Source: an optimization exercise on an open RTL-to-GDS flow (aim: small area and a short achievable clock period). Production flows keep margins and buffers that such runs may drop. Only simulation tests tie the RTL to the original design; equivalence was not proved. No activity file was given, so power comes from the tool's default toggle rates.

**flow/design.v**
```verilog
package mac_pipe_real_pkg;
  localparam logic MODE_MUL = 1'b0;
  localparam logic MODE_ACC = 1'b1;
  function automatic logic signed [63:0] sat_max(input int width);
    sat_max = (64'sd1 <<< (width - 1)) - 64'sd1;
  endfunction
  function automatic logic signed [63:0] sat_min(input int width);
    sat_min = 64'sd0 - (64'sd1 <<< (width - 1));
  endfunction
  function automatic int align_shift(input int a_exp, input int b_exp, input int c_exp);
    align_shift = (a_exp + b_exp) - c_exp;
  endfunction
endpackage
module mac_mul_cs (
  input  logic [15:0] a,
  input  logic [15:0] b,
  output logic [27:0] cs0,
  output logic [27:0] cs1,
  output logic        cin
);
  wire k1;
  wire k2;
  wire k3;
  wire k4;
  wire k5;
  wire k6;
  wire k7;
  wire s8;
  wire c9;
  wire s10;
  wire c11;
  wire s12;
  wire c13;
  wire s14;
  wire c15;
  wire s16;
  wire c17;
  wire s18;
  wire c19;
  wire s20;
  wire c21;
  wire s22;
  wire c23;
  wire s24;
  wire c25;
  wire s26;
  wire c27;
  wire s28;
  wire c29;
  wire s30;
  wire c31;
  wire s32;
  wire c33;
  wire s34;
  wire c35;
  wire s36;
  wire c37;
  wire s38;
  wire c39;
  wire s40;
  wire c41;
  wire s42;
  wire c43;
  wire s44;
  wire c45;
  wire s46;
  wire c47;
  wire s48;
  wire c49;
  wire s50;
  wire c51;
  wire s52;
  wire c53;
  wire s54;
  wire c55;
  wire s56;
  wire c57;
  wire s58;
  wire c59;
  wire s60;
  wire c61;
  wire s62;
  wire c63;
  wire s64;
  wire c65;
  wire s66;
  wire c67;
  wire s68;
  wire c69;
  wire s70;
  wire c71;
  wire s72;
  wire c73;
  wire s74;
  wire c75;
  wire s76;
  wire c77;
  wire s78;
  wire c79;
  wire s80;
  wire c81;
  wire s82;
  wire c83;
  wire s84;
  wire c85;
  wire s86;
  wire c87;
  wire s88;
  wire c89;
  wire s90;
  wire c91;
  wire s92;
  wire c93;
  wire s94;
  wire c95;
  wire s96;
  wire c97;
  wire s98;
  wire c99;
  wire s100;
  wire c101;
  wire s102;
  wire c103;
  wire s104;
  wire c105;
  wire s106;
  wire c107;
  wire s108;
  wire c109;
  wire s110;
  wire c111;
  wire s112;
  wire c113;
  wire s114;
  wire c115;
  wire s116;
  wire c117;
  wire s118;
  wire c119;
  wire s120;
  wire c121;
  wire s122;
  wire c123;
  wire s124;
  wire c125;
  wire s126;
  wire c127;
  wire s128;
  wire c129;
  wire s130;
  wire c131;
  wire s132;
  wire c133;
  wire s134;
  wire c135;
  wire s136;
  wire c137;
  wire s138;
  wire c139;
  wire s140;
  wire c141;
  wire s142;
  wire c143;
  wire s144;
  wire c145;
  wire s146;
  wire c147;
  wire s148;
  wire c149;
  wire s150;
  wire c151;
  wire s152;
  wire c153;
  wire s154;
  wire c155;
  wire s156;
  wire c157;
  wire s158;
  wire c159;
  wire s160;
  wire c161;
  wire s162;
  wire c163;
  wire s164;
  wire c165;
  wire s166;
  wire c167;
  wire s168;
  wire c169;
  wire s170;
  wire c171;
  wire s172;
  wire c173;
  wire s174;
  wire c175;
  wire s176;
  wire c177;
  wire s178;
  wire c179;
  wire s180;
  wire c181;
  wire s182;
  wire c183;
  wire s184;
  wire c185;
  wire s186;
  wire c187;
  wire s188;
  wire c189;
  wire s190;
  wire c191;
  wire s192;
  wire c193;
  wire s194;
  wire c195;
  wire s196;
  wire c197;
  wire s198;
  wire c199;
  wire s200;
  wire c201;
  wire s202;
  wire c203;
  wire s204;
  wire c205;
  wire s206;
  wire c207;
  wire s208;
  wire c209;
  wire s210;
  wire c211;
  wire s212;
  wire c213;
  wire s214;
  wire c215;
  wire s216;
  wire c217;
  wire s218;
  wire c219;
  wire s220;
  wire c221;
  wire s222;
  wire c223;
  wire s224;
  wire c225;
  wire s226;
  wire c227;
  wire s228;
  wire c229;
  wire s230;
  wire c231;
  wire s232;
  wire c233;
  wire s234;
  wire c235;
  wire s236;
  wire c237;
  wire s238;
  wire c239;
  wire lc240;
  wire lc241;
  wire lc242;
  wire lc243;
  wire one0 = b[0] ^ 1'b0;
  wire two0 = (b[1] & ~b[0] & ~1'b0) | (~b[1] & b[0] & 1'b0);
  wire neg0 = b[1];
  wire one1 = b[2] ^ b[1];
  wire two1 = (b[3] & ~b[2] & ~b[1]) | (~b[3] & b[2] & b[1]);
  wire neg1 = b[3];
  wire one2 = b[4] ^ b[3];
  wire two2 = (b[5] & ~b[4] & ~b[3]) | (~b[5] & b[4] & b[3]);
  wire neg2 = b[5];
  wire one3 = b[6] ^ b[5];
  wire two3 = (b[7] & ~b[6] & ~b[5]) | (~b[7] & b[6] & b[5]);
  wire neg3 = b[7];
  wire one4 = b[8] ^ b[7];
  wire two4 = (b[9] & ~b[8] & ~b[7]) | (~b[9] & b[8] & b[7]);
  wire neg4 = b[9];
  wire one5 = b[10] ^ b[9];
  wire two5 = (b[11] & ~b[10] & ~b[9]) | (~b[11] & b[10] & b[9]);
  wire neg5 = b[11];
  wire one6 = b[12] ^ b[11];
  wire two6 = (b[13] & ~b[12] & ~b[11]) | (~b[13] & b[12] & b[11]);
  wire neg6 = b[13];
  wire one7 = b[14] ^ b[13];
  wire two7 = (b[15] & ~b[14] & ~b[13]) | (~b[15] & b[14] & b[13]);
  wire neg7 = b[15];
  wire pp0_0 = ((one0 & a[0]) | (two0 & 1'b0)) ^ neg0;
  wire pp0_1 = ((one0 & a[1]) | (two0 & a[0])) ^ neg0;
  wire pp0_2 = ((one0 & a[2]) | (two0 & a[1])) ^ neg0;
  wire pp0_3 = ((one0 & a[3]) | (two0 & a[2])) ^ neg0;
  wire pp0_4 = ((one0 & a[4]) | (two0 & a[3])) ^ neg0;
  wire pp0_5 = ((one0 & a[5]) | (two0 & a[4])) ^ neg0;
  wire pp0_6 = ((one0 & a[6]) | (two0 & a[5])) ^ neg0;
  wire pp0_7 = ((one0 & a[7]) | (two0 & a[6])) ^ neg0;
  wire pp0_8 = ((one0 & a[8]) | (two0 & a[7])) ^ neg0;
  wire pp0_9 = ((one0 & a[9]) | (two0 & a[8])) ^ neg0;
  wire pp0_10 = ((one0 & a[10]) | (two0 & a[9])) ^ neg0;
  wire pp0_11 = ((one0 & a[11]) | (two0 & a[10])) ^ neg0;
  wire pp0_12 = ((one0 & a[12]) | (two0 & a[11])) ^ neg0;
  wire pp0_13 = ((one0 & a[13]) | (two0 & a[12])) ^ neg0;
  wire pp0_14 = ((one0 & a[14]) | (two0 & a[13])) ^ neg0;
  wire pp0_15 = ((one0 & a[15]) | (two0 & a[14])) ^ neg0;
  wire pp0_16 = ((one0 & a[15]) | (two0 & a[15])) ^ neg0;
  wire pp1_0 = ((one1 & a[0]) | (two1 & 1'b0)) ^ neg1;
  wire pp1_1 = ((one1 & a[1]) | (two1 & a[0])) ^ neg1;
  wire pp1_2 = ((one1 & a[2]) | (two1 & a[1])) ^ neg1;
  wire pp1_3 = ((one1 & a[3]) | (two1 & a[2])) ^ neg1;
  wire pp1_4 = ((one1 & a[4]) | (two1 & a[3])) ^ neg1;
  wire pp1_5 = ((one1 & a[5]) | (two1 & a[4])) ^ neg1;
  wire pp1_6 = ((one1 & a[6]) | (two1 & a[5])) ^ neg1;
  wire pp1_7 = ((one1 & a[7]) | (two1 & a[6])) ^ neg1;
  wire pp1_8 = ((one1 & a[8]) | (two1 & a[7])) ^ neg1;
  wire pp1_9 = ((one1 & a[9]) | (two1 & a[8])) ^ neg1;
  wire pp1_10 = ((one1 & a[10]) | (two1 & a[9])) ^ neg1;
  wire pp1_11 = ((one1 & a[11]) | (two1 & a[10])) ^ neg1;
  wire pp1_12 = ((one1 & a[12]) | (two1 & a[11])) ^ neg1;
  wire pp1_13 = ((one1 & a[13]) | (two1 & a[12])) ^ neg1;
  wire pp1_14 = ((one1 & a[14]) | (two1 & a[13])) ^ neg1;
  wire pp1_15 = ((one1 & a[15]) | (two1 & a[14])) ^ neg1;
  wire pp1_16 = ((one1 & a[15]) | (two1 & a[15])) ^ neg1;
  wire pp2_0 = ((one2 & a[0]) | (two2 & 1'b0)) ^ neg2;
  wire pp2_1 = ((one2 & a[1]) | (two2 & a[0])) ^ neg2;
  wire pp2_2 = ((one2 & a[2]) | (two2 & a[1])) ^ neg2;
  wire pp2_3 = ((one2 & a[3]) | (two2 & a[2])) ^ neg2;
  wire pp2_4 = ((one2 & a[4]) | (two2 & a[3])) ^ neg2;
  wire pp2_5 = ((one2 & a[5]) | (two2 & a[4])) ^ neg2;
  wire pp2_6 = ((one2 & a[6]) | (two2 & a[5])) ^ neg2;
  wire pp2_7 = ((one2 & a[7]) | (two2 & a[6])) ^ neg2;
  wire pp2_8 = ((one2 & a[8]) | (two2 & a[7])) ^ neg2;
  wire pp2_9 = ((one2 & a[9]) | (two2 & a[8])) ^ neg2;
  wire pp2_10 = ((one2 & a[10]) | (two2 & a[9])) ^ neg2;
  wire pp2_11 = ((one2 & a[11]) | (two2 & a[10])) ^ neg2;
  wire pp2_12 = ((one2 & a[12]) | (two2 & a[11])) ^ neg2;
  wire pp2_13 = ((one2 & a[13]) | (two2 & a[12])) ^ neg2;
  wire pp2_14 = ((one2 & a[14]) | (two2 & a[13])) ^ neg2;
  wire pp2_15 = ((one2 & a[15]) | (two2 & a[14])) ^ neg2;
  wire pp2_16 = ((one2 & a[15]) | (two2 & a[15])) ^ neg2;
  wire pp3_0 = ((one3 & a[0]) | (two3 & 1'b0)) ^ neg3;
  wire pp3_1 = ((one3 & a[1]) | (two3 & a[0])) ^ neg3;
  wire pp3_2 = ((one3 & a[2]) | (two3 & a[1])) ^ neg3;
  wire pp3_3 = ((one3 & a[3]) | (two3 & a[2])) ^ neg3;
  wire pp3_4 = ((one3 & a[4]) | (two3 & a[3])) ^ neg3;
  wire pp3_5 = ((one3 & a[5]) | (two3 & a[4])) ^ neg3;
  wire pp3_6 = ((one3 & a[6]) | (two3 & a[5])) ^ neg3;
  wire pp3_7 = ((one3 & a[7]) | (two3 & a[6])) ^ neg3;
  wire pp3_8 = ((one3 & a[8]) | (two3 & a[7])) ^ neg3;
  wire pp3_9 = ((one3 & a[9]) | (two3 & a[8])) ^ neg3;
  wire pp3_10 = ((one3 & a[10]) | (two3 & a[9])) ^ neg3;
  wire pp3_11 = ((one3 & a[11]) | (two3 & a[10])) ^ neg3;
  wire pp3_12 = ((one3 & a[12]) | (two3 & a[11])) ^ neg3;
  wire pp3_13 = ((one3 & a[13]) | (two3 & a[12])) ^ neg3;
  wire pp3_14 = ((one3 & a[14]) | (two3 & a[13])) ^ neg3;
  wire pp3_15 = ((one3 & a[15]) | (two3 & a[14])) ^ neg3;
  wire pp3_16 = ((one3 & a[15]) | (two3 & a[15])) ^ neg3;
  wire pp4_0 = ((one4 & a[0]) | (two4 & 1'b0)) ^ neg4;
  wire pp4_1 = ((one4 & a[1]) | (two4 & a[0])) ^ neg4;
  wire pp4_2 = ((one4 & a[2]) | (two4 & a[1])) ^ neg4;
  wire pp4_3 = ((one4 & a[3]) | (two4 & a[2])) ^ neg4;
  wire pp4_4 = ((one4 & a[4]) | (two4 & a[3])) ^ neg4;
  wire pp4_5 = ((one4 & a[5]) | (two4 & a[4])) ^ neg4;
  wire pp4_6 = ((one4 & a[6]) | (two4 & a[5])) ^ neg4;
  wire pp4_7 = ((one4 & a[7]) | (two4 & a[6])) ^ neg4;
  wire pp4_8 = ((one4 & a[8]) | (two4 & a[7])) ^ neg4;
  wire pp4_9 = ((one4 & a[9]) | (two4 & a[8])) ^ neg4;
  wire pp4_10 = ((one4 & a[10]) | (two4 & a[9])) ^ neg4;
  wire pp4_11 = ((one4 & a[11]) | (two4 & a[10])) ^ neg4;
  wire pp4_12 = ((one4 & a[12]) | (two4 & a[11])) ^ neg4;
  wire pp4_13 = ((one4 & a[13]) | (two4 & a[12])) ^ neg4;
  wire pp4_14 = ((one4 & a[14]) | (two4 & a[13])) ^ neg4;
  wire pp4_15 = ((one4 & a[15]) | (two4 & a[14])) ^ neg4;
  wire pp4_16 = ((one4 & a[15]) | (two4 & a[15])) ^ neg4;
  wire pp5_0 = ((one5 & a[0]) | (two5 & 1'b0)) ^ neg5;
  wire pp5_1 = ((one5 & a[1]) | (two5 & a[0])) ^ neg5;
  wire pp5_2 = ((one5 & a[2]) | (two5 & a[1])) ^ neg5;
  wire pp5_3 = ((one5 & a[3]) | (two5 & a[2])) ^ neg5;
  wire pp5_4 = ((one5 & a[4]) | (two5 & a[3])) ^ neg5;
  wire pp5_5 = ((one5 & a[5]) | (two5 & a[4])) ^ neg5;
  wire pp5_6 = ((one5 & a[6]) | (two5 & a[5])) ^ neg5;
  wire pp5_7 = ((one5 & a[7]) | (two5 & a[6])) ^ neg5;
  wire pp5_8 = ((one5 & a[8]) | (two5 & a[7])) ^ neg5;
  wire pp5_9 = ((one5 & a[9]) | (two5 & a[8])) ^ neg5;
  wire pp5_10 = ((one5 & a[10]) | (two5 & a[9])) ^ neg5;
  wire pp5_11 = ((one5 & a[11]) | (two5 & a[10])) ^ neg5;
  wire pp5_12 = ((one5 & a[12]) | (two5 & a[11])) ^ neg5;
  wire pp5_13 = ((one5 & a[13]) | (two5 & a[12])) ^ neg5;
  wire pp5_14 = ((one5 & a[14]) | (two5 & a[13])) ^ neg5;
  wire pp5_15 = ((one5 & a[15]) | (two5 & a[14])) ^ neg5;
  wire pp5_16 = ((one5 & a[15]) | (two5 & a[15])) ^ neg5;
  wire pp6_0 = ((one6 & a[0]) | (two6 & 1'b0)) ^ neg6;
  wire pp6_1 = ((one6 & a[1]) | (two6 & a[0])) ^ neg6;
  wire pp6_2 = ((one6 & a[2]) | (two6 & a[1])) ^ neg6;
  wire pp6_3 = ((one6 & a[3]) | (two6 & a[2])) ^ neg6;
  wire pp6_4 = ((one6 & a[4]) | (two6 & a[3])) ^ neg6;
  wire pp6_5 = ((one6 & a[5]) | (two6 & a[4])) ^ neg6;
  wire pp6_6 = ((one6 & a[6]) | (two6 & a[5])) ^ neg6;
  wire pp6_7 = ((one6 & a[7]) | (two6 & a[6])) ^ neg6;
  wire pp6_8 = ((one6 & a[8]) | (two6 & a[7])) ^ neg6;
  wire pp6_9 = ((one6 & a[9]) | (two6 & a[8])) ^ neg6;
  wire pp6_10 = ((one6 & a[10]) | (two6 & a[9])) ^ neg6;
  wire pp6_11 = ((one6 & a[11]) | (two6 & a[10])) ^ neg6;
  wire pp6_12 = ((one6 & a[12]) | (two6 & a[11])) ^ neg6;
  wire pp6_13 = ((one6 & a[13]) | (two6 & a[12])) ^ neg6;
  wire pp6_14 = ((one6 & a[14]) | (two6 & a[13])) ^ neg6;
  wire pp6_15 = ((one6 & a[15]) | (two6 & a[14])) ^ neg6;
  wire pp6_16 = ((one6 & a[15]) | (two6 & a[15])) ^ neg6;
  wire pp7_0 = ((one7 & a[0]) | (two7 & 1'b0)) ^ neg7;
  wire pp7_1 = ((one7 & a[1]) | (two7 & a[0])) ^ neg7;
  wire pp7_2 = ((one7 & a[2]) | (two7 & a[1])) ^ neg7;
  wire pp7_3 = ((one7 & a[3]) | (two7 & a[2])) ^ neg7;
  wire pp7_4 = ((one7 & a[4]) | (two7 & a[3])) ^ neg7;
  wire pp7_5 = ((one7 & a[5]) | (two7 & a[4])) ^ neg7;
  wire pp7_6 = ((one7 & a[6]) | (two7 & a[5])) ^ neg7;
  wire pp7_7 = ((one7 & a[7]) | (two7 & a[6])) ^ neg7;
  wire pp7_8 = ((one7 & a[8]) | (two7 & a[7])) ^ neg7;
  wire pp7_9 = ((one7 & a[9]) | (two7 & a[8])) ^ neg7;
  wire pp7_10 = ((one7 & a[10]) | (two7 & a[9])) ^ neg7;
  wire pp7_11 = ((one7 & a[11]) | (two7 & a[10])) ^ neg7;
  wire pp7_12 = ((one7 & a[12]) | (two7 & a[11])) ^ neg7;
  wire pp7_13 = ((one7 & a[13]) | (two7 & a[12])) ^ neg7;
  wire pp7_14 = ((one7 & a[14]) | (two7 & a[13])) ^ neg7;
  wire pp7_15 = ((one7 & a[15]) | (two7 & a[14])) ^ neg7;
  wire pp7_16 = ((one7 & a[15]) | (two7 & a[15])) ^ neg7;
  assign k1 = ~(pp1_14);
  assign k2 = ~(pp1_14);
  assign k3 = ~(pp2_15);
  assign k4 = ~(pp3_15);
  assign k5 = ~(pp4_15);
  assign k6 = ~(pp5_15);
  assign k7 = ~(pp7_15);
  assign s8 = neg5 ^ pp0_10;
  assign c9 = neg5 & pp0_10;
  assign s10 = pp0_11 ^ pp1_9;
  assign c11 = pp0_11 & pp1_9;
  assign s12 = neg6 ^ pp0_12 ^ pp1_10;
  assign c13 = (neg6 & pp0_12) | (neg6 & pp1_10) | (pp0_12 & pp1_10);
  assign s14 = pp2_8 ^ pp3_6;
  assign c15 = pp2_8 & pp3_6;
  assign s16 = pp0_13 ^ pp1_11 ^ pp2_9;
  assign c17 = (pp0_13 & pp1_11) | (pp0_13 & pp2_9) | (pp1_11 & pp2_9);
  assign s18 = pp3_7 ^ pp4_5;
  assign c19 = pp3_7 & pp4_5;
  assign s20 = neg7 ^ pp0_14 ^ pp1_12;
  assign c21 = (neg7 & pp0_14) | (neg7 & pp1_12) | (pp0_14 & pp1_12);
  assign s22 = pp2_10 ^ pp3_8 ^ pp4_6;
  assign c23 = (pp2_10 & pp3_8) | (pp2_10 & pp4_6) | (pp3_8 & pp4_6);
  assign s24 = pp5_4 ^ pp6_2;
  assign c25 = pp5_4 & pp6_2;
  assign s26 = pp0_15 ^ pp1_13 ^ pp2_11;
  assign c27 = (pp0_15 & pp1_13) | (pp0_15 & pp2_11) | (pp1_13 & pp2_11);
  assign s28 = pp3_9 ^ pp4_7 ^ pp5_5;
  assign c29 = (pp3_9 & pp4_7) | (pp3_9 & pp5_5) | (pp4_7 & pp5_5);
  assign s30 = pp6_3 ^ pp7_1;
  assign c31 = pp6_3 & pp7_1;
  assign s32 = pp2_12 ^ pp3_10 ^ pp4_8;
  assign c33 = (pp2_12 & pp3_10) | (pp2_12 & pp4_8) | (pp3_10 & pp4_8);
  assign s34 = pp5_6 ^ pp6_4 ^ pp7_2;
  assign c35 = (pp5_6 & pp6_4) | (pp5_6 & pp7_2) | (pp6_4 & pp7_2);
  assign s36 = ~pp0_16 ^ k1;
  assign c37 = ~pp0_16 & k1;
  assign s38 = pp1_15 ^ pp2_13 ^ pp3_11;
  assign c39 = (pp1_15 & pp2_13) | (pp1_15 & pp3_11) | (pp2_13 & pp3_11);
  assign s40 = pp4_9 ^ pp5_7 ^ pp6_5;
  assign c41 = (pp4_9 & pp5_7) | (pp4_9 & pp6_5) | (pp5_7 & pp6_5);
  assign s42 = pp7_3 ^ k2;
  assign c43 = pp7_3 & k2;
  assign s44 = pp1_14 ^ pp2_14 ^ pp3_12;
  assign c45 = (pp1_14 & pp2_14) | (pp1_14 & pp3_12) | (pp2_14 & pp3_12);
  assign s46 = pp4_10 ^ pp5_8 ^ pp6_6;
  assign c47 = (pp4_10 & pp5_8) | (pp4_10 & pp6_6) | (pp5_8 & pp6_6);
  assign s48 = pp7_4 ^ ~pp1_16;
  assign c49 = pp7_4 & ~pp1_16;
  assign s50 = pp3_13 ^ pp4_11 ^ pp5_9;
  assign c51 = (pp3_13 & pp4_11) | (pp3_13 & pp5_9) | (pp4_11 & pp5_9);
  assign s52 = pp6_7 ^ pp7_5;
  assign c53 = pp6_7 & pp7_5;
  assign s54 = pp2_15 ^ pp3_14 ^ pp4_12;
  assign c55 = (pp2_15 & pp3_14) | (pp2_15 & pp4_12) | (pp3_14 & pp4_12);
  assign s56 = pp5_10 ^ pp6_8;
  assign c57 = pp5_10 & pp6_8;
  assign s58 = pp4_13 ^ pp5_11;
  assign c59 = pp4_13 & pp5_11;
  assign s60 = pp3_15 ^ pp4_14;
  assign c61 = pp3_15 & pp4_14;
  assign s62 = neg3 ^ pp0_6;
  assign c63 = neg3 & pp0_6;
  assign s64 = pp0_7 ^ pp1_5;
  assign c65 = pp0_7 & pp1_5;
  assign s66 = neg4 ^ pp0_8 ^ pp1_6;
  assign c67 = (neg4 & pp0_8) | (neg4 & pp1_6) | (pp0_8 & pp1_6);
  assign s68 = pp2_4 ^ pp3_2;
  assign c69 = pp2_4 & pp3_2;
  assign s70 = pp0_9 ^ pp1_7 ^ pp2_5;
  assign c71 = (pp0_9 & pp1_7) | (pp0_9 & pp2_5) | (pp1_7 & pp2_5);
  assign s72 = pp3_3 ^ pp4_1;
  assign c73 = pp3_3 & pp4_1;
  assign s74 = pp1_8 ^ pp2_6 ^ pp3_4;
  assign c75 = (pp1_8 & pp2_6) | (pp1_8 & pp3_4) | (pp2_6 & pp3_4);
  assign s76 = pp4_2 ^ pp5_0 ^ s8;
  assign c77 = (pp4_2 & pp5_0) | (pp4_2 & s8) | (pp5_0 & s8);
  assign s78 = pp2_7 ^ pp3_5 ^ pp4_3;
  assign c79 = (pp2_7 & pp3_5) | (pp2_7 & pp4_3) | (pp3_5 & pp4_3);
  assign s80 = pp5_1 ^ c9 ^ s10;
  assign c81 = (pp5_1 & c9) | (pp5_1 & s10) | (c9 & s10);
  assign s82 = pp4_4 ^ pp5_2 ^ pp6_0;
  assign c83 = (pp4_4 & pp5_2) | (pp4_4 & pp6_0) | (pp5_2 & pp6_0);
  assign s84 = c11 ^ s14 ^ s12;
  assign c85 = (c11 & s14) | (c11 & s12) | (s14 & s12);
  assign s86 = pp5_3 ^ pp6_1 ^ c15;
  assign c87 = (pp5_3 & pp6_1) | (pp5_3 & c15) | (pp6_1 & c15);
  assign s88 = s18 ^ c13 ^ s16;
  assign c89 = (s18 & c13) | (s18 & s16) | (c13 & s16);
  assign s90 = pp7_0 ^ c19 ^ s24;
  assign c91 = (pp7_0 & c19) | (pp7_0 & s24) | (c19 & s24);
  assign s92 = c17 ^ s20 ^ s22;
  assign c93 = (c17 & s20) | (c17 & s22) | (s20 & s22);
  assign s94 = c25 ^ s30 ^ c21;
  assign c95 = (c25 & s30) | (c25 & c21) | (s30 & c21);
  assign s96 = c23 ^ s26 ^ s28;
  assign c97 = (c23 & s26) | (c23 & s28) | (s26 & s28);
  assign s98 = c31 ^ s36 ^ c27;
  assign c99 = (c31 & s36) | (c31 & c27) | (s36 & c27);
  assign s100 = c29 ^ s32 ^ s34;
  assign c101 = (c29 & s32) | (c29 & s34) | (s32 & s34);
  assign s102 = c37 ^ s42 ^ c33;
  assign c103 = (c37 & s42) | (c37 & c33) | (s42 & c33);
  assign s104 = c35 ^ s38 ^ s40;
  assign c105 = (c35 & s38) | (c35 & s40) | (s38 & s40);
  assign s106 = c43 ^ s48 ^ c39;
  assign c107 = (c43 & s48) | (c43 & c39) | (s48 & c39);
  assign s108 = c41 ^ s44 ^ s46;
  assign c109 = (c41 & s44) | (c41 & s46) | (s44 & s46);
  assign s110 = k3 ^ c49 ^ s52;
  assign c111 = (k3 & c49) | (k3 & s52) | (c49 & s52);
  assign s112 = c45 ^ c47 ^ s50;
  assign c113 = (c45 & c47) | (c45 & s50) | (c47 & s50);
  assign s114 = pp7_6 ^ ~pp2_16 ^ c53;
  assign c115 = (pp7_6 & ~pp2_16) | (pp7_6 & c53) | (~pp2_16 & c53);
  assign s116 = s56 ^ c51 ^ s54;
  assign c117 = (s56 & c51) | (s56 & s54) | (c51 & s54);
  assign s118 = pp6_9 ^ pp7_7 ^ k4;
  assign c119 = (pp6_9 & pp7_7) | (pp6_9 & k4) | (pp7_7 & k4);
  assign s120 = c57 ^ s58 ^ c55;
  assign c121 = (c57 & s58) | (c57 & c55) | (s58 & c55);
  assign s122 = pp5_12 ^ pp6_10 ^ pp7_8;
  assign c123 = (pp5_12 & pp6_10) | (pp5_12 & pp7_8) | (pp6_10 & pp7_8);
  assign s124 = ~pp3_16 ^ c59 ^ s60;
  assign c125 = (~pp3_16 & c59) | (~pp3_16 & s60) | (c59 & s60);
  assign s126 = pp5_13 ^ pp6_11 ^ pp7_9;
  assign c127 = (pp5_13 & pp6_11) | (pp5_13 & pp7_9) | (pp6_11 & pp7_9);
  assign s128 = k5 ^ c61;
  assign c129 = k5 & c61;
  assign s130 = pp4_15 ^ pp5_14 ^ pp6_12;
  assign c131 = (pp4_15 & pp5_14) | (pp4_15 & pp6_12) | (pp5_14 & pp6_12);
  assign s132 = pp7_10 ^ ~pp4_16;
  assign c133 = pp7_10 & ~pp4_16;
  assign s134 = pp6_13 ^ pp7_11;
  assign c135 = pp6_13 & pp7_11;
  assign s136 = pp5_15 ^ pp6_14;
  assign c137 = pp5_15 & pp6_14;
  assign s138 = neg2 ^ pp0_4;
  assign c139 = neg2 & pp0_4;
  assign s140 = pp0_5 ^ pp1_3;
  assign c141 = pp0_5 & pp1_3;
  assign s142 = pp1_4 ^ pp2_2 ^ pp3_0;
  assign c143 = (pp1_4 & pp2_2) | (pp1_4 & pp3_0) | (pp2_2 & pp3_0);
  assign s144 = pp2_3 ^ pp3_1 ^ c63;
  assign c145 = (pp2_3 & pp3_1) | (pp2_3 & c63) | (pp3_1 & c63);
  assign s146 = pp4_0 ^ c65 ^ s68;
  assign c147 = (pp4_0 & c65) | (pp4_0 & s68) | (c65 & s68);
  assign s148 = c69 ^ s72 ^ c67;
  assign c149 = (c69 & s72) | (c69 & c67) | (s72 & c67);
  assign s150 = c73 ^ c71 ^ s74;
  assign c151 = (c73 & c71) | (c73 & s74) | (c71 & s74);
  assign s152 = c75 ^ s78 ^ c77;
  assign c153 = (c75 & s78) | (c75 & c77) | (s78 & c77);
  assign s154 = c79 ^ s82 ^ c81;
  assign c155 = (c79 & s82) | (c79 & c81) | (s82 & c81);
  assign s156 = c83 ^ s86 ^ c85;
  assign c157 = (c83 & s86) | (c83 & c85) | (s86 & c85);
  assign s158 = c87 ^ s90 ^ c89;
  assign c159 = (c87 & s90) | (c87 & c89) | (s90 & c89);
  assign s160 = c91 ^ s94 ^ c93;
  assign c161 = (c91 & s94) | (c91 & c93) | (s94 & c93);
  assign s162 = c95 ^ s98 ^ c97;
  assign c163 = (c95 & s98) | (c95 & c97) | (s98 & c97);
  assign s164 = c99 ^ s102 ^ c101;
  assign c165 = (c99 & s102) | (c99 & c101) | (s102 & c101);
  assign s166 = c103 ^ s106 ^ c105;
  assign c167 = (c103 & s106) | (c103 & c105) | (s106 & c105);
  assign s168 = s110 ^ c107 ^ c109;
  assign c169 = (s110 & c107) | (s110 & c109) | (c107 & c109);
  assign s170 = s114 ^ c111 ^ c113;
  assign c171 = (s114 & c111) | (s114 & c113) | (c111 & c113);
  assign s172 = s118 ^ c115 ^ s120;
  assign c173 = (s118 & c115) | (s118 & s120) | (c115 & s120);
  assign s174 = s122 ^ c119 ^ s124;
  assign c175 = (s122 & c119) | (s122 & s124) | (c119 & s124);
  assign s176 = c123 ^ s126 ^ s128;
  assign c177 = (c123 & s126) | (c123 & s128) | (s126 & s128);
  assign s178 = s132 ^ c127 ^ s130;
  assign c179 = (s132 & c127) | (s132 & s130) | (c127 & s130);
  assign s180 = k6 ^ c133 ^ s134;
  assign c181 = (k6 & c133) | (k6 & s134) | (c133 & s134);
  assign s182 = pp7_12 ^ ~pp5_16 ^ c135;
  assign c183 = (pp7_12 & ~pp5_16) | (pp7_12 & c135) | (~pp5_16 & c135);
  assign s184 = pp6_15 ^ pp7_13;
  assign c185 = pp6_15 & pp7_13;
  assign s186 = neg1 ^ pp0_2;
  assign c187 = neg1 & pp0_2;
  assign s188 = pp0_3 ^ pp1_1;
  assign c189 = pp0_3 & pp1_1;
  assign s190 = pp1_2 ^ pp2_0 ^ s138;
  assign c191 = (pp1_2 & pp2_0) | (pp1_2 & s138) | (pp2_0 & s138);
  assign s192 = pp2_1 ^ c139 ^ s140;
  assign c193 = (pp2_1 & c139) | (pp2_1 & s140) | (c139 & s140);
  assign s194 = c141 ^ s62 ^ s142;
  assign c195 = (c141 & s62) | (c141 & s142) | (s62 & s142);
  assign s196 = s64 ^ c143 ^ s144;
  assign c197 = (s64 & c143) | (s64 & s144) | (c143 & s144);
  assign s198 = s66 ^ c145 ^ s146;
  assign c199 = (s66 & c145) | (s66 & s146) | (c145 & s146);
  assign s200 = s70 ^ c147 ^ s148;
  assign c201 = (s70 & c147) | (s70 & s148) | (c147 & s148);
  assign s202 = s76 ^ c149 ^ s150;
  assign c203 = (s76 & c149) | (s76 & s150) | (c149 & s150);
  assign s204 = s80 ^ c151 ^ s152;
  assign c205 = (s80 & c151) | (s80 & s152) | (c151 & s152);
  assign s206 = s84 ^ c153 ^ s154;
  assign c207 = (s84 & c153) | (s84 & s154) | (c153 & s154);
  assign s208 = s88 ^ c155 ^ s156;
  assign c209 = (s88 & c155) | (s88 & s156) | (c155 & s156);
  assign s210 = s92 ^ c157 ^ s158;
  assign c211 = (s92 & c157) | (s92 & s158) | (c157 & s158);
  assign s212 = s96 ^ c159 ^ s160;
  assign c213 = (s96 & c159) | (s96 & s160) | (c159 & s160);
  assign s214 = s100 ^ c161 ^ s162;
  assign c215 = (s100 & c161) | (s100 & s162) | (c161 & s162);
  assign s216 = s104 ^ c163 ^ s164;
  assign c217 = (s104 & c163) | (s104 & s164) | (c163 & s164);
  assign s218 = s108 ^ c165 ^ s166;
  assign c219 = (s108 & c165) | (s108 & s166) | (c165 & s166);
  assign s220 = s112 ^ c167 ^ s168;
  assign c221 = (s112 & c167) | (s112 & s168) | (c167 & s168);
  assign s222 = s116 ^ c169 ^ s170;
  assign c223 = (s116 & c169) | (s116 & s170) | (c169 & s170);
  assign s224 = c117 ^ c171 ^ s172;
  assign c225 = (c117 & c171) | (c117 & s172) | (c171 & s172);
  assign s226 = c121 ^ s174 ^ c173;
  assign c227 = (c121 & s174) | (c121 & c173) | (s174 & c173);
  assign s228 = c125 ^ s176 ^ c175;
  assign c229 = (c125 & s176) | (c125 & c175) | (s176 & c175);
  assign s230 = c129 ^ s178 ^ c177;
  assign c231 = (c129 & s178) | (c129 & c177) | (s178 & c177);
  assign s232 = c131 ^ s180 ^ c179;
  assign c233 = (c131 & s180) | (c131 & c179) | (s180 & c179);
  assign s234 = s136 ^ s182 ^ c181;
  assign c235 = (s136 & s182) | (s136 & c181) | (s182 & c181);
  assign s236 = c137 ^ s184 ^ c183;
  assign c237 = (c137 & s184) | (c137 & c183) | (s184 & c183);
  assign s238 = pp7_14 ^ ~pp6_16 ^ c185;
  assign c239 = (pp7_14 & ~pp6_16) | (pp7_14 & c185) | (~pp6_16 & c185);
  assign lc240 = (neg0 & pp0_0) | (neg0 & 1'b0) | (pp0_0 & 1'b0);
  assign lc241 = (pp0_1 & 1'b0) | (pp0_1 & lc240) | (1'b0 & lc240);
  assign lc242 = (pp1_0 & s186) | (pp1_0 & lc241) | (s186 & lc241);
  assign lc243 = (c187 & s188) | (c187 & lc242) | (s188 & lc242);
  assign cs0 = {1'b1, pp7_15, k7, s238, c235, s234, s232, s230, s228, c225, c223, c221, c219, c217, c215, c213, c211, c209, c207, c205, c203, c201, c199, c197, c195, c193, c191, c189};
  assign cs1 = {1'b0, ~pp7_16, c239, c237, s236, c233, c231, c229, c227, s226, s224, s222, s220, s218, s216, s214, s212, s210, s208, s206, s204, s202, s200, s198, s196, s194, s192, s190};
  assign cin = lc243;
endmodule
module mac_acc_sat (
  input  logic [27:0] cs0,
  input  logic [27:0] cs1,
  input  logic        cin,
  input  logic [23:0] acc,
  input  logic        acc_hit,
  input  logic        acc_sgn,
  input  logic        add_acc,
  output logic [23:0] res,
  output logic        hit,
  output logic        sgn
);
  wire [23:0] acc_e = acc_hit ? {acc_sgn, {23{~acc_sgn}}} : acc;
  wire [23:0] acc_g = add_acc ? acc_e : 24'd0;
  wire [27:0] accr = {4'b0000, ~acc_g[23], acc_g[22:0]};
  wire [27:0] y0 = cs0 ^ cs1 ^ accr;
  wire [27:0] y1 = {((cs0[26:0] & cs1[26:0]) | (cs0[26:0] & accr[26:0]) | (cs1[26:0] & accr[26:0])), cin};
  wire [27:0] g0 = y0 & y1;
  wire [27:0] p0 = y0 ^ y1;
  wire pg1 = g0[1] | (p0[1] & g0[0]);
  wire pg2 = g0[3] | (p0[3] & g0[2]);
  wire pp2 = p0[3] & p0[2];
  wire pg3 = g0[5] | (p0[5] & g0[4]);
  wire pp3 = p0[5] & p0[4];
  wire pg4 = g0[7] | (p0[7] & g0[6]);
  wire pp4 = p0[7] & p0[6];
  wire pg5 = g0[9] | (p0[9] & g0[8]);
  wire pp5 = p0[9] & p0[8];
  wire pg6 = g0[11] | (p0[11] & g0[10]);
  wire pp6 = p0[11] & p0[10];
  wire pg7 = g0[13] | (p0[13] & g0[12]);
  wire pp7 = p0[13] & p0[12];
  wire pg8 = g0[15] | (p0[15] & g0[14]);
  wire pp8 = p0[15] & p0[14];
  wire pg9 = g0[17] | (p0[17] & g0[16]);
  wire pp9 = p0[17] & p0[16];
  wire pg10 = g0[19] | (p0[19] & g0[18]);
  wire pp10 = p0[19] & p0[18];
  wire pg11 = g0[21] | (p0[21] & g0[20]);
  wire pp11 = p0[21] & p0[20];
  wire pg12 = g0[23] | (p0[23] & g0[22]);
  wire pp12 = p0[23] & p0[22];
  wire pg13 = g0[25] | (p0[25] & g0[24]);
  wire pp13 = p0[25] & p0[24];
  wire pg14 = g0[27] | (p0[27] & g0[26]);
  wire pp14 = p0[27] & p0[26];
  wire pg15 = g0[2] | (p0[2] & pg1);
  wire pg16 = pg2 | (pp2 & pg1);
  wire pg17 = g0[6] | (p0[6] & pg3);
  wire pp17 = p0[6] & pp3;
  wire pg18 = pg4 | (pp4 & pg3);
  wire pp18 = pp4 & pp3;
  wire pg19 = g0[10] | (p0[10] & pg5);
  wire pp19 = p0[10] & pp5;
  wire pg20 = pg6 | (pp6 & pg5);
  wire pp20 = pp6 & pp5;
  wire pg21 = g0[14] | (p0[14] & pg7);
  wire pp21 = p0[14] & pp7;
  wire pg22 = pg8 | (pp8 & pg7);
  wire pp22 = pp8 & pp7;
  wire pg23 = g0[18] | (p0[18] & pg9);
  wire pp23 = p0[18] & pp9;
  wire pg24 = pg10 | (pp10 & pg9);
  wire pp24 = pp10 & pp9;
  wire pg25 = g0[22] | (p0[22] & pg11);
  wire pp25 = p0[22] & pp11;
  wire pg26 = pg12 | (pp12 & pg11);
  wire pp26 = pp12 & pp11;
  wire pg27 = g0[26] | (p0[26] & pg13);
  wire pp27 = p0[26] & pp13;
  wire pg28 = pg14 | (pp14 & pg13);
  wire pp28 = pp14 & pp13;
  wire pg29 = g0[4] | (p0[4] & pg16);
  wire pg30 = pg3 | (pp3 & pg16);
  wire pg31 = pg17 | (pp17 & pg16);
  wire pg32 = pg18 | (pp18 & pg16);
  wire pg33 = g0[12] | (p0[12] & pg20);
  wire pp33 = p0[12] & pp20;
  wire pg34 = pg7 | (pp7 & pg20);
  wire pp34 = pp7 & pp20;
  wire pg35 = pg21 | (pp21 & pg20);
  wire pp35 = pp21 & pp20;
  wire pg36 = pg22 | (pp22 & pg20);
  wire pp36 = pp22 & pp20;
  wire pg37 = g0[20] | (p0[20] & pg24);
  wire pp37 = p0[20] & pp24;
  wire pg38 = pg11 | (pp11 & pg24);
  wire pp38 = pp11 & pp24;
  wire pg39 = pg25 | (pp25 & pg24);
  wire pp39 = pp25 & pp24;
  wire pg40 = pg26 | (pp26 & pg24);
  wire pp40 = pp26 & pp24;
  wire pg41 = g0[8] | (p0[8] & pg32);
  wire pg42 = pg5 | (pp5 & pg32);
  wire pg43 = pg19 | (pp19 & pg32);
  wire pg44 = pg20 | (pp20 & pg32);
  wire pg45 = pg33 | (pp33 & pg32);
  wire pg46 = pg34 | (pp34 & pg32);
  wire pg47 = pg35 | (pp35 & pg32);
  wire pg48 = pg36 | (pp36 & pg32);
  wire pg49 = g0[24] | (p0[24] & pg40);
  wire pp49 = p0[24] & pp40;
  wire pg50 = pg13 | (pp13 & pg40);
  wire pp50 = pp13 & pp40;
  wire pg51 = pg27 | (pp27 & pg40);
  wire pp51 = pp27 & pp40;
  wire pg52 = pg28 | (pp28 & pg40);
  wire pp52 = pp28 & pp40;
  wire pg53 = g0[16] | (p0[16] & pg48);
  wire pg54 = pg9 | (pp9 & pg48);
  wire pg55 = pg23 | (pp23 & pg48);
  wire pg56 = pg24 | (pp24 & pg48);
  wire pg57 = pg37 | (pp37 & pg48);
  wire pg58 = pg38 | (pp38 & pg48);
  wire pg59 = pg39 | (pp39 & pg48);
  wire pg60 = pg40 | (pp40 & pg48);
  wire pg61 = pg49 | (pp49 & pg48);
  wire pg62 = pg50 | (pp50 & pg48);
  wire pg63 = pg51 | (pp51 & pg48);
  wire pg64 = pg52 | (pp52 & pg48);
  wire pg65 = g0[2] | (p0[2] & g0[1]);
  wire pp65 = p0[2] & p0[1];
  wire pg66 = pg65 | (pp65 & g0[0]);
  wire pg67 = g0[4] | (p0[4] & g0[3]);
  wire pp67 = p0[4] & p0[3];
  wire pg68 = pg67 | (pp67 & pg66);
  wire pg69 = g0[8] | (p0[8] & g0[7]);
  wire pp69 = p0[8] & p0[7];
  wire pg70 = pg69 | (pp69 & pg31);
  wire pg71 = g0[16] | (p0[16] & g0[15]);
  wire pp71 = p0[16] & p0[15];
  wire pg72 = pg71 | (pp71 & pg47);
  wire [27:0] s = {(p0[27] ^ pg63), (p0[26] ^ pg62), (p0[25] ^ pg61), (p0[24] ^ pg60), (p0[23] ^ pg59), (p0[22] ^ pg58), (p0[21] ^ pg57), (p0[20] ^ pg56), (p0[19] ^ pg55), (p0[18] ^ pg54), (p0[17] ^ pg72), (p0[16] ^ pg48), (p0[15] ^ pg47), (p0[14] ^ pg46), (p0[13] ^ pg45), (p0[12] ^ pg44), (p0[11] ^ pg43), (p0[10] ^ pg42), (p0[9] ^ pg70), (p0[8] ^ pg32), (p0[7] ^ pg31), (p0[6] ^ pg30), (p0[5] ^ pg68), (p0[4] ^ pg16), (p0[3] ^ pg66), (p0[2] ^ pg1), (p0[1] ^ g0[0]), p0[0]};
  assign hit = ~(&s[27:23]) & (|s[27:23]);
  assign sgn = s[27];
  assign res = s[23:0];
endmodule
module mac_pipe_real
#(
  parameter int N_CH       = 4,
  parameter int PIPE_DEPTH = 2,
  parameter int a_width    = 16,
  parameter int a_exponent = -8,
  parameter int b_width    = 16,
  parameter int b_exponent = -8,
  parameter int c_width    = 24,
  parameter int c_exponent = -12
) (
  input  logic                      clk,
  input  logic                      rst,
  input  logic                      cke,
  input  logic                      mode,
  input  logic                      clr,
  input  logic                      in_valid,
  input  logic [N_CH*a_width-1:0]   a,
  input  logic [N_CH*b_width-1:0]   b,
  output logic                      out_valid,
  output logic [N_CH*c_width-1:0]   c,
  output logic [N_CH-1:0]           sat
);
  logic                    s1_vld;
  logic                    s1_clr;
  logic                    s1_mode;
  logic [27:0]             s1_cs0 [N_CH];
  logic [27:0]             s1_cs1 [N_CH];
  logic [N_CH-1:0]         s1_cin;
  logic [27:0]             mul_cs0 [N_CH];
  logic [27:0]             mul_cs1 [N_CH];
  logic [N_CH-1:0]         mul_cin;
  always_ff @(posedge clk) begin
    if (rst) begin
      s1_vld <= 1'b0;
      s1_clr <= 1'b0;
    end else if (cke) begin
      s1_vld <= in_valid;
      s1_clr <= clr;
    end
  end
  for (genvar k = 0; k < N_CH; k++) begin : g_mul
    mac_mul_cs u_mul (
      .a   (a[k*a_width +: a_width]),
      .b   (b[k*b_width +: b_width]),
      .cs0 (mul_cs0[k]),
      .cs1 (mul_cs1[k]),
      .cin (mul_cin[k])
    );
  end
  always_ff @(posedge clk) begin
    if (cke) begin
      s1_mode <= mode;
      for (int k = 0; k < N_CH; k++) begin
        s1_cs0[k] <= mul_cs0[k];
        s1_cs1[k] <= mul_cs1[k];
      end
      s1_cin  <= mul_cin;
    end
  end
  logic [c_width-1:0] acc_raw [N_CH];
  logic [N_CH-1:0]    acc_hit;
  logic [N_CH-1:0]    acc_sgn;
  logic [c_width-1:0] lane_res [N_CH];
  logic [N_CH-1:0]    lane_hit;
  logic [N_CH-1:0]    lane_sgn;
  logic               acc_vld;
  logic               add_acc;
  logic               upd_acc;
  assign add_acc = s1_mode & ~s1_clr & acc_vld;
  assign upd_acc = s1_mode | s1_clr;
  for (genvar k = 0; k < N_CH; k++) begin : g_lane
    mac_acc_sat u_lane (
      .cs0     (s1_cs0[k]),
      .cs1     (s1_cs1[k]),
      .cin     (s1_cin[k]),
      .acc     (acc_raw[k]),
      .acc_hit (acc_hit[k]),
      .acc_sgn (acc_sgn[k]),
      .add_acc (add_acc),
      .res     (lane_res[k]),
      .hit     (lane_hit[k]),
      .sgn     (lane_sgn[k])
    );
  end
  logic [c_width-1:0] c_raw [N_CH];
  logic [N_CH-1:0]    c_hit;
  logic [N_CH-1:0]    c_sgn;
  always_ff @(posedge clk) begin
    if (cke) begin
      for (int k = 0; k < N_CH; k++) c_raw[k] <= lane_res[k];
      c_hit <= lane_hit;
      c_sgn <= lane_sgn;
    end
  end
  always_comb begin
    for (int k = 0; k < N_CH; k++)
      c[k*c_width +: c_width] = c_hit[k] ? {c_sgn[k], {(c_width-1){~c_sgn[k]}}} : c_raw[k];
  end
  always_ff @(posedge clk) begin
    if (rst) begin
      out_valid <= 1'b0;
      acc_vld   <= 1'b0;
      sat       <= '0;
    end else if (cke) begin
      out_valid <= s1_vld;
      if (s1_vld) begin
        if (upd_acc) acc_vld <= 1'b1;
        for (int k = 0; k < N_CH; k++) sat[k] <= (sat[k] & ~s1_clr) | lane_hit[k];
      end else if (s1_clr) begin
        acc_vld <= 1'b0;
        sat     <= '0;
      end
    end
  end
  always_ff @(posedge clk) begin
    if (cke && s1_vld && upd_acc) begin
      for (int k = 0; k < N_CH; k++) begin
        acc_raw[k] <= lane_res[k];
        acc_hit[k] <= lane_hit[k];
        acc_sgn[k] <= lane_sgn[k];
      end
    end
  end
endmodule
```
**flow/flow/run.sh**
```bash
#!/bin/bash
set -e
export SETUP_SLACK_MARGIN=5.5
export BUFFER_PORTS_ARGS="-buffer_cell sky130_fd_sc_hd__buf_4"
R=orfs/results/sky130hd/mac_pipe_real/base
bash standard.sh synth > synth.log 2>&1
python3 flow/polarity.py $R/1_2_yosys.v > polarity.log 2>&1
rm -f $R/1_synth.odb $R/1_synth.sdc
bash standard.sh finish > standard.log 2>&1
```
**flow/flow/polarity.py**
```python
#!/usr/bin/env python3
"""Remove inverters around full-adder cells in a mapped sky130 netlist.

A full adder is self-dual: FA(~a, ~b, ~c) = (~sum, ~cout). Synthesis often leaves
inverters between full adders (and between flip-flops, full adders and half adders);
this script chooses, for every full adder, whether it computes the true or the
complemented function so as to need as few inverters as possible, then rebuilds the
inverters: at most one per signal, only where a consumer needs the other polarity.
Only combinational inverter cells and full adders are touched; flip-flops are not.
Usage: polarity.py NETLIST.v   (rewrites the file in place, prints a summary)
"""
import re
import sys

path = sys.argv[1]
txt = open(path).read()

mstart = txt.index('module ')
hdr_end = txt.index(';', mstart) + 1
body_end = txt.rindex('endmodule')
header = txt[:hdr_end]
body = txt[hdr_end:body_end]
tail = txt[body_end:]

# split body into statements
stmts = []
for m in re.finditer(r'[^;]*;', body, re.S):
    stmts.append(m.group(0))

cell_re = re.compile(r'^\s*(sky130_fd_sc_hd__\w+)\s+(\S+)\s*\((.*)\)\s*;\s*$', re.S)
pin_re = re.compile(r'\.(\w+)\s*\(\s*([^()]*?)\s*\)')

OUTPINS = {'X', 'Y', 'Q', 'Q_N', 'SUM', 'COUT', 'HI', 'LO'}
cells = []   # dict(type,name,pins(list of (pin,net)), idx)
others = []  # (idx, text)
special_nets = set()   # nets appearing in assigns or ports
for i, s in enumerate(stmts):
    m = cell_re.match(s)
    if m:
        pins = pin_re.findall(m.group(3))
        cells.append({'type': m.group(1), 'name': m.group(2), 'pins': [(p, n.strip()) for p, n in pins], 'idx': i})
    else:
        others.append((i, s))
        st = s.strip()
        if st.startswith('assign'):
            for n in re.findall(r'[\\\w\[\]\.$]+', st[len('assign'):]):
                special_nets.add(n)
        if re.match(r'^\s*(input|output|inout)\b', s):
            decl = re.sub(r'^\s*(input|output|inout)\s*(\[[^\]]*\])?', '', s).strip().rstrip(';')
            for n in decl.split(','):
                special_nets.add(n.strip())

def base_name(n):
    return re.sub(r'\[\d+\]$', '', n)

def is_special(n):
    return n in special_nets or base_name(n) in special_nets

def is_inv(c):
    return re.match(r'sky130_fd_sc_hd__(inv|clkinv)_\d+$', c['type']) is not None

def is_fa(c):
    return re.match(r'sky130_fd_sc_hd__fa_\d+$', c['type']) is not None

# drivers
driver = {}
for c in cells:
    for p, n in c['pins']:
        if p in OUTPINS:
            driver[n] = c

# managed inverters: plain inverter whose output net is not special
inv_out = {}
for c in cells:
    if is_inv(c):
        d = dict(c['pins'])
        if not is_special(d['Y']):
            c['managed'] = True
            inv_out[d['Y']] = d['A']

def drive(t):
    return int(re.search(r'_(\d+)$', t).group(1))

def resolve(n):
    """net -> (base net, parity) through managed inverters"""
    par = 0
    seen = 0
    while n in inv_out and seen < 100:
        n = inv_out[n]
        par ^= 1
        seen += 1
    return n, par

# strongest inverter cell that inverted each base net, reused when rebuilding
inv_type = {}
for c in cells:
    if c.get('managed'):
        b, _ = resolve(dict(c['pins'])['A'])
        t = c['type']
        if b not in inv_type or drive(t) > drive(inv_type[b]):
            inv_type[b] = t

fas = [c for c in cells if is_fa(c)]
fa_of_out = {}
for k, c in enumerate(fas):
    c['k'] = k
    for p, n in c['pins']:
        if p in ('SUM', 'COUT'):
            fa_of_out[n] = k

# consumers per base net: list of (cell, pin, parity, fa index or None)
cons = {}
for c in cells:
    if c.get('managed'):
        continue
    for p, n in c['pins']:
        if p in OUTPINS:
            continue
        if n.startswith("1'b") or n == '':
            continue
        b, par = resolve(n)
        cons.setdefault(b, []).append((c, p, par, c['k'] if is_fa(c) else None))
# special nets driven by managed inverter? excluded by construction. Special nets read
# through assigns: treat as fixed consumers of polarity 0 of their own net.
for n in list(special_nets):
    pass

flip = [0] * len(fas)

def group_cost(b):
    src = flip[fa_of_out[b]] if b in fa_of_out else 0
    need = set()
    for c, p, par, k in cons.get(b, []):
        q = par ^ (flip[k] if k is not None else 0)
        need.add(q)
    # special nets that are base nets themselves need their true value on the net
    if is_special(b):
        need.add(0)
    return 1 if (need - {src}) else 0

def fa_groups(k):
    c = fas[k]
    gs = set()
    for p, n in c['pins']:
        if p in ('SUM', 'COUT'):
            gs.add(n)
        else:
            if n.startswith("1'b"):
                continue
            gs.add(resolve(n)[0])
    return gs

groups_of = [fa_groups(k) for k in range(len(fas))]
before = sum(group_cost(b) for b in cons)
n_inv_before = sum(1 for c in cells if c.get('managed'))
changed = True
it = 0
while changed and it < 50:
    changed = False
    it += 1
    for k in range(len(fas)):
        gs = groups_of[k]
        c0 = sum(group_cost(b) for b in gs)
        flip[k] ^= 1
        c1 = sum(group_cost(b) for b in gs)
        if c1 < c0:
            changed = True
        else:
            flip[k] ^= 1
after = sum(group_cost(b) for b in cons)

# rebuild
new_inv = {}
inv_fanout = {}
new_stmts = []
cnt = 0
def inv_net(b):
    global cnt
    if b not in new_inv:
        cnt += 1
        nn = f"polinv_n{cnt}"
        new_inv[b] = (nn, f"polinv_i{cnt}")
    return new_inv[b][0]

for b, lst in cons.items():
    src = flip[fa_of_out[b]] if b in fa_of_out else 0
    for c, p, par, k in lst:
        q = par ^ (flip[k] if k is not None else 0)
        net = b if q == src else inv_net(b)
        if net != b:
            inv_fanout[b] = inv_fanout.get(b, 0) + 1
        c.setdefault('newpins', {})[p] = net
    if is_special(b) and src != 0:
        raise SystemExit(f"special net {b} would be complemented")

def esc(n):
    return n + " " if n.startswith("\\") else n

out_body = []
for i, s in enumerate(stmts):
    out_body.append(None)
for i, s in others:
    out_body[i] = s
for c in cells:
    if c.get('managed'):
        out_body[c['idx']] = ''
        continue
    np = c.get('newpins', {})
    pins = ",\n".join(f"    .{p}({esc(np.get(p, n))})" for p, n in c['pins'])
    out_body[c['idx']] = f"\n  {c['type']} {c['name']} (\n{pins}\n  );"
extra = []
for b, (nn, iname) in new_inv.items():
    extra.append(f"\n  wire {nn};")
for b, (nn, iname) in new_inv.items():
    t = inv_type.get(b, "sky130_fd_sc_hd__inv_1")
    fo = inv_fanout.get(b, 1)
    want = 1 if fo <= 4 else (2 if fo <= 10 else 4)
    if drive(t) < want:
        t = f"sky130_fd_sc_hd__inv_{want}"
    extra.append(f"\n  {t} {iname} (\n    .A({esc(b)}),\n    .Y({nn})\n  );")
# wire declarations go first: insert extra wires right after header, cells at the end
res = header + "".join(extra[:len(new_inv)]) + "".join(x for x in out_body if x) + "".join(extra[len(new_inv):]) + "\n" + tail
open(path, 'w').write(res)
print(f"full adders {len(fas)}, flipped {sum(flip)}; inverters {n_inv_before} -> {len(new_inv)} (model {before} -> {after})")
```
**flow/standard.sh**
```bash
#!/bin/bash
# synth_recipe.tcl (not shown) runs the flow's synth.tcl, then flattens the netlist and writes it again
# the make line also repeats each setting of config.mk as NAME=value (left out here)
make -C /OpenROAD-flow-scripts/flow DESIGN_CONFIG=/design/flow/config.mk WORK_HOME=/design/flow/orfs CLKGATE_MAP_FILE= SYNTH_SCRIPT=/design/flow/synth_recipe.tcl "${@:-finish}"
```
**flow/config.mk**
```make
export PLATFORM = sky130hd
export DESIGN_NAME = mac_pipe_real
export DESIGN_NICKNAME = mac_pipe_real
export VERILOG_FILES = /design/flow/design.v
export SDC_FILE = /design/flow/constraint.sdc
export NUM_CORES = 4
export LEC_CHECK = 0
export ABC_AREA = 1
export CAP_MARGIN = 20
export CORE_MARGIN = 2
export CORE_UTILIZATION = 40
export SLEW_MARGIN = 20
export TNS_END_PERCENT = 20
```
**flow/constraint.sdc**
```tcl
create_clock -name core_clock -period 10.0 [get_ports {clk}]
set_input_delay 2.0000 -clock core_clock [delete_from_list [all_inputs] [get_ports {clk}]]
set_output_delay 2.0000 -clock core_clock [all_outputs]
set_load 0.01 [all_outputs]
```
==> results of run 1 <==
==> stage by stage <==
step	instance area (µm²)	hold slack [ps]
floorplan	43200	448
global placement	45300	459
detailed placement	45300	463
CTS	47900	476
global route	48600	502
finish	48700	479
==> worst max-delay path by stage <==
stage                     to  slack (ps)  startpoint  cells after the start
2_1_floorplan  s1_cs1[0][14]        5060       b[13]                     12
3_5_place_dp   s1_cs1[3][14]        4310       b[57]                     10
3_3_place_gp   s1_cs1[3][13]        4300       b[57]                     10
4_1_cts        s1_cs1[2][13]        5380       b[43]                     12
5_1_grt         s1_cs1[1][9]        5400       b[17]                     10
6_report       s1_cs1[1][18]        5440       b[23]                     12
==> cells in the final DEF (no fill, tap or decap), types with 10 or more instances in the layout <==
cell type                      n
sky130_fd_sc_hd__nor2_4       31
sky130_fd_sc_hd__a21oi_1      97
sky130_fd_sc_hd__nand2_2      81
sky130_fd_sc_hd__ha_1        223
sky130_fd_sc_hd__nand2_4      45
sky130_fd_sc_hd__a211oi_1     21
sky130_fd_sc_hd__xor2_1      546
sky130_fd_sc_hd__o22ai_1     430
sky130_fd_sc_hd__fa_1        411
sky130_fd_sc_hd__nor2_1      102
sky130_fd_sc_hd__buf_8        12
sky130_fd_sc_hd__clkinvlp_4   16
sky130_fd_sc_hd__nor2_2       17
sky130_fd_sc_hd__buf_4       313
sky130_fd_sc_hd__inv_4        16
sky130_fd_sc_hd__fa_2         49
sky130_fd_sc_hd__xor2_2       10
sky130_fd_sc_hd__o21bai_1     12
sky130_fd_sc_hd__o22ai_2      41
sky130_fd_sc_hd__clkbuf_16    52
sky130_fd_sc_hd__inv_2       108
sky130_fd_sc_hd__o21ai_0     112
sky130_fd_sc_hd__nand2_1     474
sky130_fd_sc_hd__inv_1       388
sky130_fd_sc_hd__buf_12       19
sky130_fd_sc_hd__xnor2_1      28
sky130_fd_sc_hd__nand3_1      57
sky130_fd_sc_hd__nand3_2      10
sky130_fd_sc_hd__edfxtp_1    429
sky130_fd_sc_hd__o21ai_4      28
sky130_fd_sc_hd__inv_6        12
sky130_fd_sc_hd__buf_6        15
sky130_fd_sc_hd__clkinv_1     12
==> worst min-delay path, stage by stage (launching register included) <==
cell	delay, ps
sky130_fd_sc_hd__dfxtp_1	320
sky130_fd_sc_hd__nand2_1	60
sky130_fd_sc_hd__a21oi_1	50
==> layout make-up <==
class,count,area share
antenna,1,0.0000514
clock buffer,61,0.0274
clock inverter,36,0.00756
inverter,538,0.0453
multi-input combinational,2887,0.552
sequential,437,0.268
tap,1380,0.0355
timing repair buffer,359,0.0633
timing repair inverter,4,0.000566
==> per-layer routing <==
layer | vias up | wire length, µm | track usage | share of wire
li1 | 14100 | - | - | -
met3 | 145 | 6150 | 0.0301 | 0.056
met4 | 0 | 2270 | 0.0524 | 0.021
met1 | 14800 | 49200 | 0.285 | 0.45
met5 | - | 0 | 0 | 0
met2 | 912 | 51900 | 0.337 | 0.47
==> sequential cells by signal, summed over array words and instances (netlist names) <==
name / cells
c_hit: 4
acc_vld: 1
c_raw: 96
sat: 4
s1_cin: 4
out_valid: 1
s1_mode: 1
s1_cs0: 108
s1_clr: 1
s1_vld: 1
acc_raw: 96
c_sgn: 4
acc_sgn: 4
acc_hit: 4
s1_cs1: 108
==> repair_timing <==
item	in CTS	in global routing
setup endpoints to repair	195	141
pin swaps	27	42
setup buffers	86	33
gates cloned	3	3
resized for setup	45	121
==> power breakdown <==
group	switching [µW]	internal [µW]
Combinational	5010	3460
Sequential	309	3680
Clock	820	1110
Total	6140	8260
==> notes.md, run 1 <==
- The run finished with no timing, DRC or antenna violations.
- The average instance area after synthesis is approximately 10 µm².
- Between clock sinks in the finished design, the worst skew comes to around 19 ps.
- The actual transition at the worst max-transition pin is 993 ps.
- At the end of routability-driven placement, the weighted congestion stood at 0.885.
- The data arrival time of the worst path is 4950 ps.
- At the worst endpoint, the required time is 10,390 ps.
- The aggregate global routing overflow is 0.
- The overall power is 14,400 µW.
- In this run the register-to-register setup slack is roughly 5800 ps.
- Along the worst hold path, the cell count comes to 2.
- The number of buffers added to fix hold violations after cts is 0.
- The flip-flop and latch area is 13,000 µm².
- The CTS H-tree depth is 2.
- The count of final max-slew check failures came to 0.
- STA classifies the critical path startpoint as an input pin.
- The number of setup violations in the final report is 0.
- The aggregate routed wire length is between 100,000 and 150,000 µm.
- The via count of the first global-routing pass is 30,700.
- Of the available clock period, the critical path in the final layout requires 0.456.
- The number of cells on the worst reg-to-reg path is 25.
- The worst-path cell with the longest stage delay is sky130_fd_sc_hd__fa_1.
- The count of vias placed by the detailed router is between 20,000 and 30,000.
- The number of max-cap violations is 0.
- The critical path goes through buf_6 -> inv_4 -> nand2_2 -> o21ai_4 -> buf_12 -> o22ai_2 -> xor2_1 -> inv_1 -> ha_4 -> fa_1 -> fa_1 -> fa_1.
- The most common cell type on the critical path is sky130_fd_sc_hd__fa_1.
- The final cell count without fillers is 5,703.
- The initial antenna violation count is 1.
- Dividing total power by cell area gives a power density of 296 nW/µm².
- The worst path meets setup with 5440 ps of slack.
- The maximum achievable frequency is 219 MHz.
- The net count of the finished layout is 5,097.
- The fraction of final layout cells with drive strength greater than 1 is 0.215.
- The die is approximately 330 µm wide.
- The clock tree from TritonCTS is yes.
- The worst-case IR drop observed on VDD is 0.000160 V.
- In this run the remaining antenna-violating nets after routing total 0.
- The first global-routing pass estimated 174,000 µm of wire.
- The total buffers and inverters traversed by the critical path is 4.
- The total die area is 106,000 µm².
- The register clock-pin slew on the reported worst setup and hold paths is 60 ps.
- The area overhead of the layout relative to synthesis is 17.4%.
- Grouping stages by cell kind, the critical path spends the most delay in adder cells.
- The number of nets produced by synthesis is between 4,000 and 5,000.
- After detailed routing, the number of remaining DRC violations is 0.
- After detailed routing, the average wire length per cell comes to about 19 µm.
- The kind of critical path is input pin to flop.
- Buffers placed on the I/O ports in this run total between 200 and 250.
- For hold timing, the worst endpoint is out_valid.
- The initialized floorplan defines 118 standard-cell rows.
- The total half-perimeter wirelength after legalization and detailed placement is approximately 79,000 µm.
- The post-synthesis cell count is 4,084.
- The area used by multi-input combinational logic is 26,900 µm².
- The clock net in this run drives a total of 437 sinks.
- The worst-path maximum fanout is 13.
- The origin of the worst min-delay path is out_valid.
- The filler cells instantiated in the layout total 9,651.
- In this design, the stage delay of the slowest critical-path cell is 520 ps.
- The post-route core utilization is 0.472.
- The worst hold path belongs to the class flop to flop.
- The critical register-to-register path endpoint is c_hit[3].
- The effective utilization at floorplan is 0.402.
- The routed design could run at a clock period as short as 4560 ps.
- The standard cell core area is 103,000 µm².
- The startpoint identified for the worst register-to-register timing path is s1_clr.
- The clock latency on the worst-skew pair is ~650 ps.
- The first TritonRoute pass finished after 6 iterations.
- The count of yosys warnings during synthesis is 12.
- The number of clock buffers added by TritonCTS is 52.
- The y dimension of the die is 326 µm.
- The placed cell count is 5,480.
- After routing, the total negative slack on setup checks comes to 0 ps.
- The leakage power summed over all cells is 0.0214 µW.
- The synthesized cell area is 41,400 µm².
- The worst setup path is captured at a flop.
- The detailed router finished its first iteration with 2,093 violations.
- The longest clock path from root to sink contains 3 buffers.
- The overall fraction of global-route tracks in use is 0.205.
- OpenSTA, run right after detailed placement, puts the worst setup slack at roughly 4300 ps.
- Entering global routing, the biggest net connects 142 pins.
- Setup repair after global routing could not meet its margin everywhere.
- The top-level I/O count is between 200 and 250.
- The number of vias per cell is 5.26.
- The clock tree root driver cell is sky130_fd_sc_hd__clkbuf_16.
- The final count of hold timing violations came to 0.
- The worst slew margin relative to its limit is 0.338.
==> run 2: changes to the inputs <==
--- a/flow/config.mk
+++ b/flow/config.mk
@@ -11,2 +11,3 @@
 export CORE_UTILIZATION = 40
+export CTS_BUF_LIST = sky130_fd_sc_hd__clkbuf_4 sky130_fd_sc_hd__clkbuf_8
 export SLEW_MARGIN = 20
==> notes.md, run 2 <==
- The number of nets produced by synthesis is 4,902 (unchanged).
- The type of origin of the critical path is an input pin.
- The register clock-pin slew on the reported worst setup and hold paths is 60 ps (about the same).
- In the final layout, the registers with the most flip-flops are s1_cs0 x108, s1_cs1 x108.
- The overall fraction of global-route tracks in use is 0.206 (+0.000233).
- The worst min-delay path category is flop to flop.
- The standard cell core area was 103,000 µm² (unchanged).
- The worst slew margin relative to its limit is 0.355 (+0.0177).
- The clock latency on the worst-skew pair is 730 ps (+80 ps).
- The aggregate global routing overflow is 0 (unchanged).
- The y dimension of the die is 326 µm (unchanged).
- The count of vias placed by the detailed router is 30,100 (+0.55%).
- The number of max-cap violations is 0 (unchanged).
- The final-layout setup total negative slack is 0 ps (unchanged).
- The maximum number of pins on one net before global-route repair was 142 (unchanged).
- The final RePlAce weighted congestion came to 0.885 (unchanged).
- The count of final max-slew check failures was 0 (unchanged).
- The final count of hold timing violations is 0 (unchanged).
- The number of setup violations in the final report came to 0 (unchanged).
- In the layout the commonest cells are sky130_fd_sc_hd__xor2_1, sky130_fd_sc_hd__nand2_1, sky130_fd_sc_hd__o22ai_1.
- The largest stage delay on the critical path came to 520 ps (about the same).
- The total half-perimeter wirelength after legalization and detailed placement is 79,000 µm (unchanged).
- The post-synthesis cell count was 4,084 (unchanged).
- The commonest non-fill, non-tap cell in the layout is sky130_fd_sc_hd__xor2_1.
- The number of vias per cell is 5.25 (-0.11%).
- The total buffers and inverters traversed by the critical path is 3 (-1).
- The DRC violations left came to 0 (unchanged).
- The net count of the finished layout came to 5,112 (+0.29%).
- The kind of critical path is input pin to flop.
- The wire length per cell after detailed routing was 18.9 µm (-1.3%).
- The critical path data required time was 10,440 ps (+50 ps).
- The origin of the critical flop-to-flop path is s1_mode.
- The origin of the worst min-delay path is out_valid.
- The count of input and output buffers is 234 (unchanged).
- The actual transition at the worst max-transition pin is 967 ps (-26.5 ps).
- The power density of the placed cells is 296 nW/µm² (about the same).
- The area overhead of the layout relative to synthesis is 16.7%.
- The largest vdd supply drop was 0.000139 V (-13%).
- The worst setup skew after layout is 41.7 ps (+22.9 ps).
- The leakage power summed over all cells is 0.0214 µW (-0.28%).
- The critical path starts at b[19].
- The aggregate routed wire length is 109,000 µm (-0.63%).
- The maximum achievable frequency came to 218 MHz (-0.70%).
- The CTS H-tree depth is 3 (+1).
- The worst setup path is captured at a flop.
- The wire length of the first global-routing pass came to 174,000 µm (about the same).
- The count of yosys warnings during synthesis is 12 (unchanged).
- The most common cell type on the critical path is sky130_fd_sc_hd__fa_2.
- The fraction of final layout cells with drive strength greater than 1 is 0.221 (+0.00574).
- The overall power is 14,300 µW (-0.68%).
- The tree is rooted in a sky130_fd_sc_hd__clkbuf_8.
- The initial antenna violation count was 3 (+2).
- The die width is 326 µm (unchanged).
- The effective utilization at floorplan came to 0.402 (unchanged).
- The top-level I/O count is 235 (unchanged).
- The total clock sinks came to 437 (unchanged).
- The first-pass iteration count of the detailed router is 5 (-1).
- The CTS buffer count is 84 (+62%).
- The post-detailed-route count of antenna-violating nets came to 0 (unchanged).
- The data arrival time of the worst path is 5030 ps (+80 ps).
- The final critical-path required period was 4590 ps (+32.3 ps).
- The via count of the first global-routing pass was 30,800 (+0.34%).
- Setup repair after global routing could not meet its margin everywhere.
- The final design instance area without fill was 48,300 µm² (-0.65%).
- The cell area reported after detailed placement is 45,300 µm² (unchanged).
- The ratio of final minimum period to clock period is 0.459 (+0.00323).
- The cell family contributing the most delay on the critical path is adder cells.
- The worst-path cell with the longest stage delay is sky130_fd_sc_hd__fa_2.
- The average instance area after synthesis was 10.1 µm² (unchanged).
- The run finished with no timing, DRC or antenna violations.
- TritonCTS built the clock tree.
## run 2: final cells by class
type                    count  area (µm²)
clock inverters            36         303
repair inverters            4        30.0
diodes                      2        5.00
fillers                  9689       54700
flip-flops and latches    437       13000
multi-input cells        2887       26800
well taps                1380        1730
inverters                 538        2160
repair buffers            342        2870
clock buffers             115        1420
## run 2: per-stage QoR
step | hold slack (ps) | utilization | cells | setup WS, ps
after floorplan | 448 | - | 4084 | 5060
after global placement | 459 | 0.439 | 5480 | 4300
after detailed placement | 463 | 0.439 | 5480 | 4310
after CTS | 476 | 0.462 | 5691 | 5350
after global routing | 517 | 0.469 | 5741 | 5350
final | 480 | 0.469 | 5741 | 5410
## run 2: metal layers
metal  vias up  global-route usage  wire length, µm
li1      14100                   -                -
met1     14900               0.285            48800
met2       970               0.335            51100
met3       176              0.0339             6650
met4         0              0.0538             2330
met5         -                   0                0
## run 2: worst min-delay path, stage by stage, from the launching register on
cell	delay, ps
sky130_fd_sc_hd__dfxtp_1	320
sky130_fd_sc_hd__nand2_1	60
sky130_fd_sc_hd__a21oi_1	50
## run 2: what timing repair did
item / in CTS / in global routing
hold endpoints to repair: 0 / 0
cloned: 4 / 2
setup endpoints to repair: 205 / 168
setup buffers: 56 / 46
hold buffers: 0 / 0
pin swaps: 14 / 22
resized for setup: 24 / 74
## run 2: path summary, 6_finish.rpt
path	to	slack [ps]	depth (start not counted)
setup / recovery	s1_cs1[1][13]	5410	12
hold / removal	out_valid	480	2
setup reg to reg	acc_hit[1]	5870	23
hold reg to reg	out_valid	480	2
## run 2: power breakdown
part	leakage (µW)	internal, µW	switching [µW]
Sequential	0.00417	3680	311
Clock	0.000900	1050	809
Combinational	0.0163	3450	5000

Check on run 2: ideal ports give 5.409 ns setup slack; a clkbuf_16 on the clock port and buf_2 on the inputs give 5.441 ns; moving port delays by the midpoint clock arrival (0.761 ns) as well gives 4.680 ns.
